This is an optimization exercise on Yosys and OpenROAD, whose aim is small area, not a production implementation. At most, simulation tests tie the RTL to the original design; equivalence was not proved. No activity file was given, so power comes from the tool's default toggle rates. The clock port is modelled as an ideal driver; clocking choices that lean on that would not hold on a real chip.

## ember
## sccb_responder
module sccb_responder #(
  parameter logic [6:0] DEV_ID   = SCCB_DEV_ID,
  parameter int         FILT_LEN = 4
) (
  input  logic       i_clk,
  input  logic       i_rst,
  input  logic       i_SCL,
  input  logic       i_SDA,
  output logic       o_SDA_oe,
  output logic       o_wr_valid,
  output logic [7:0] o_wr_addr,
  output logic [7:0] o_wr_data,
  input  logic [7:0] i_dbg_addr,
  output logic [7:0] o_dbg_data,
  output logic       o_busy,
  output logic       o_err
);
For scale: roughly 4100 cells after synthesis, roughly 40 I/O pins, ~55000 sq um of cells after synthesis.
clock: 10.0 ns
lec_check: 0
cap_margin: 20
core_margin: 2
core_utilization: 40
slew_margin: 20
synth_hierarchical: 1
standard.sh (not shown) runs the stock make flow with config.mk's settings and CLKGATE_MAP_FILE= SYNTH_SCRIPT=/design/flow/synth_recipe.tcl, a recipe that flattens the netlist after the stock synthesis.
==> flow/flow/run.sh <==
#!/bin/bash
# Standard synthesis, then every combinational cell downsized to the
# smallest of its family, then the standard layout with a clock tree built
# without dummy loads and with small port buffers.
set -euo pipefail
RES="$PWD/orfs/results/${FLOW_PLATFORM}/sccb_responder/base"

bash standard.sh synth > synth.log 2>&1

RESULTS_DIR="$RES" openroad -no_init -exit flow/downsize.tcl > downsize.log 2>&1

export CTS_ARGS="-sink_clustering_enable -repair_clock_nets -dont_use_dummy_load -buf_list sky130_fd_sc_hd__clkbuf_8 -sink_clustering_buffer sky130_fd_sc_hd__clkbuf_16 -sink_clustering_size 30 -sink_clustering_max_diameter 80"
export BUFFER_PORTS_ARGS="-buffer_cell sky130_fd_sc_hd__buf_1"
bash standard.sh finish > layout.log 2>&1
Other scripts of this flow, unchanged in this note and not shown: flow/flow/downsize.tcl
The following lists how cedar was set up differently from ember:
diff --git a/flow/design.v b/flow/design.v
--- a/flow/design.v
+++ b/flow/design.v
@@ -146,57 +146,52 @@
         2'd1: ins_w[15:8]  = pend_data_q;
         2'd2: ins_w[23:16] = pend_data_q;
         default: ins_w[31:24] = pend_data_q;
       endcase
     end
   end
   assign pf_addr = (state_q == ST_RDATA || state_q == ST_RD_NACK) ? sub_inc : sub_q;
   assign pf_hit  = (pf_addr[7:2] == ~ph_q);
   logic [5:0] dbg_pos;
   logic [7:0] dbg_ring;
   assign dbg_pos = i_dbg_addr[7:2] + ph_q;
   logic [7:0]  rsel;
-  logic [7:0]  sel_lo_n;
-  logic [31:0] sel_hi_n;
+  logic [63:0] sel_lo_n;
+  logic [3:0]  sel_hi_n;
   assign rsel = {dbg_pos, i_dbg_addr[1:0]};
   always_comb begin
-    for (int i = 0; i < 8; i++)  sel_lo_n[i] = (rsel[2:0] != 3'(i));
-    for (int i = 0; i < 32; i++) sel_hi_n[i] = (rsel[7:3] != 5'(i));
+    for (int i = 0; i < 64; i++) sel_lo_n[i] = (rsel[5:0] != 6'(i));
+    for (int i = 0; i < 4; i++)  sel_hi_n[i] = (rsel[7:6] != 2'(i));
   end
   for (genvar b = 0; b < 8; b++) begin : g_rd_bit
-    logic [31:0] grp;
-    logic [15:0] pair_n;
-    logic [3:0]  quad;
-    for (genvar j = 0; j < 32; j++) begin : g_grp
-      logic [3:0] t_n;
-      for (genvar k = 0; k < 4; k++) begin : g_t
+    logic [3:0] grp;
+    for (genvar j = 0; j < 4; j++) begin : g_grp
+      logic [31:0] t_n;
+      logic [7:0]  oct;
+      logic [1:0]  half_n;
+      for (genvar k = 0; k < 32; k++) begin : g_t
         sccb_oai22 u_t (
-          .i_a1 (ring_q[(j*8+2*k)*8+b]),   .i_a2 (sel_lo_n[2*k]),
-          .i_b1 (ring_q[(j*8+2*k+1)*8+b]), .i_b2 (sel_lo_n[2*k+1]),
+          .i_a1 (ring_q[(j*64+2*k)*8+b]),   .i_a2 (sel_lo_n[2*k]),
+          .i_b1 (ring_q[(j*64+2*k+1)*8+b]), .i_b2 (sel_lo_n[2*k+1]),
           .o_y  (t_n[k])
         );
       end
-      sccb_nor4 u_g (.i_a(t_n[0]), .i_b(t_n[1]), .i_c(t_n[2]), .i_d(t_n[3]), .o_y(grp[j]));
-    end
-    for (genvar k = 0; k < 16; k++) begin : g_pair
-      sccb_oai22 u_p (
-        .i_a1 (grp[2*k]),   .i_a2 (sel_hi_n[2*k]),
-        .i_b1 (grp[2*k+1]), .i_b2 (sel_hi_n[2*k+1]),
-        .o_y  (pair_n[k])
-      );
-    end
-    for (genvar k = 0; k < 4; k++) begin : g_quad
-      sccb_nor4 u_q (.i_a(pair_n[4*k]), .i_b(pair_n[4*k+1]), .i_c(pair_n[4*k+2]), .i_d(pair_n[4*k+3]), .o_y(quad[k]));
+      for (genvar m = 0; m < 8; m++) begin : g_oct
+        sccb_nor4 u_o (.i_a(t_n[4*m]), .i_b(t_n[4*m+1]), .i_c(t_n[4*m+2]), .i_d(t_n[4*m+3]), .o_y(oct[m]));
+      end
+      sccb_nand4 u_h0 (.i_a(oct[0]), .i_b(oct[1]), .i_c(oct[2]), .i_d(oct[3]), .o_y(half_n[0]));
+      sccb_nand4 u_h1 (.i_a(oct[4]), .i_b(oct[5]), .i_c(oct[6]), .i_d(oct[7]), .o_y(half_n[1]));
+      sccb_nor3  u_g  (.i_a(half_n[0]), .i_b(half_n[1]), .i_c(sel_hi_n[j]), .o_y(grp[j]));
     end
-    assign dbg_ring[b] = &quad;
+    assign dbg_ring[b] = |grp;
   end
   assign dbg_data_d = (pend_addr_q == i_dbg_addr) ? pend_data_q : dbg_ring;
   always_ff @(posedge i_clk) begin
     ph_q   <= ph_q + 6'd1;
     ring_q <= {ring_q[2015:0], ins_w};
     if (wr_en) begin
       pend_addr_q <= sub_q;
       pend_data_q <= shift_q;
     end
     if (pf_hit) pf_q <= ins_w[{pf_addr[1:0], 3'b000} +: 8];
     dbg_data_q <= dbg_data_d;
   end
@@ -349,22 +344,39 @@
 endmodule
 `default_nettype wire
 `default_nettype none
 module sccb_oai22 (
   input  logic i_a1,
   input  logic i_a2,
   input  logic i_b1,
   input  logic i_b2,
   output logic o_y
 );
   assign o_y = ~((i_a1 | i_a2) & (i_b1 | i_b2));
 endmodule
+module sccb_nand4 (
+  input  logic i_a,
+  input  logic i_b,
+  input  logic i_c,
+  input  logic i_d,
+  output logic o_y
+);
+  assign o_y = ~(i_a & i_b & i_c & i_d);
+endmodule
+module sccb_nor3 (
+  input  logic i_a,
+  input  logic i_b,
+  input  logic i_c,
+  output logic o_y
+);
+  assign o_y = ~(i_a | i_b | i_c);
+endmodule
 module sccb_nor4 (
   input  logic i_a,
   input  logic i_b,
   input  logic i_c,
   input  logic i_d,
   output logic o_y
 );
   assign o_y = ~(i_a | i_b | i_c | i_d);
 endmodule
 `default_nettype wire
Results
- Note that the maximum resistive drop on vdd recorded for cedar amounts to 0.944 times the value seen in ember.
- Between cedar and ember, the total power does not differ in any meaningful way.
- Going from ember to cedar, multi-input combinational cell count grew slightly.
- Compared with ember, cedar shows via count higher by 2624.
- Part of the total power dissipated in combinational logic: ember and cedar compared, lower one is cedar
- The count of non-CTS buffers in the layout reported for cedar is greater than that of ember by 63%.
Only the layout flow was run in cedar; the RTL was not checked for function there.

==> port drivers added, routing unchanged <==
In the flow no input, the clock included, has a driving cell. The finished layouts below were timed again as built, in two steps. Step 1: set_driving_cell puts a clkbuf_16 on i_clk and a buf_2 on each other input, an assumption about the parent block. Step 2 also shifts input and output timing later by t, the mid clock arrival at the registers, as if the neighbouring blocks saw the same clock. Three values: ideal, step 1, step 2; two values: the first two.
run	t, ns	setup slack, ns	latest minus earliest clock arrival (ns)	worst data-port slew with drivers (ns)	cell pins on the clock port's net
ember	0.888	4.061 / 4.111 / 3.223	0.111 / 0.111	0.03	1
cedar	0.899	4.090 / 4.140 / 3.241	0.090 / 0.090	0.11	1
After both steps every run listed still meets setup and hold. For cedar, which loses most, drivers alone change the setup slack by +0.050 ns; drivers and shift together by -0.849 ns.
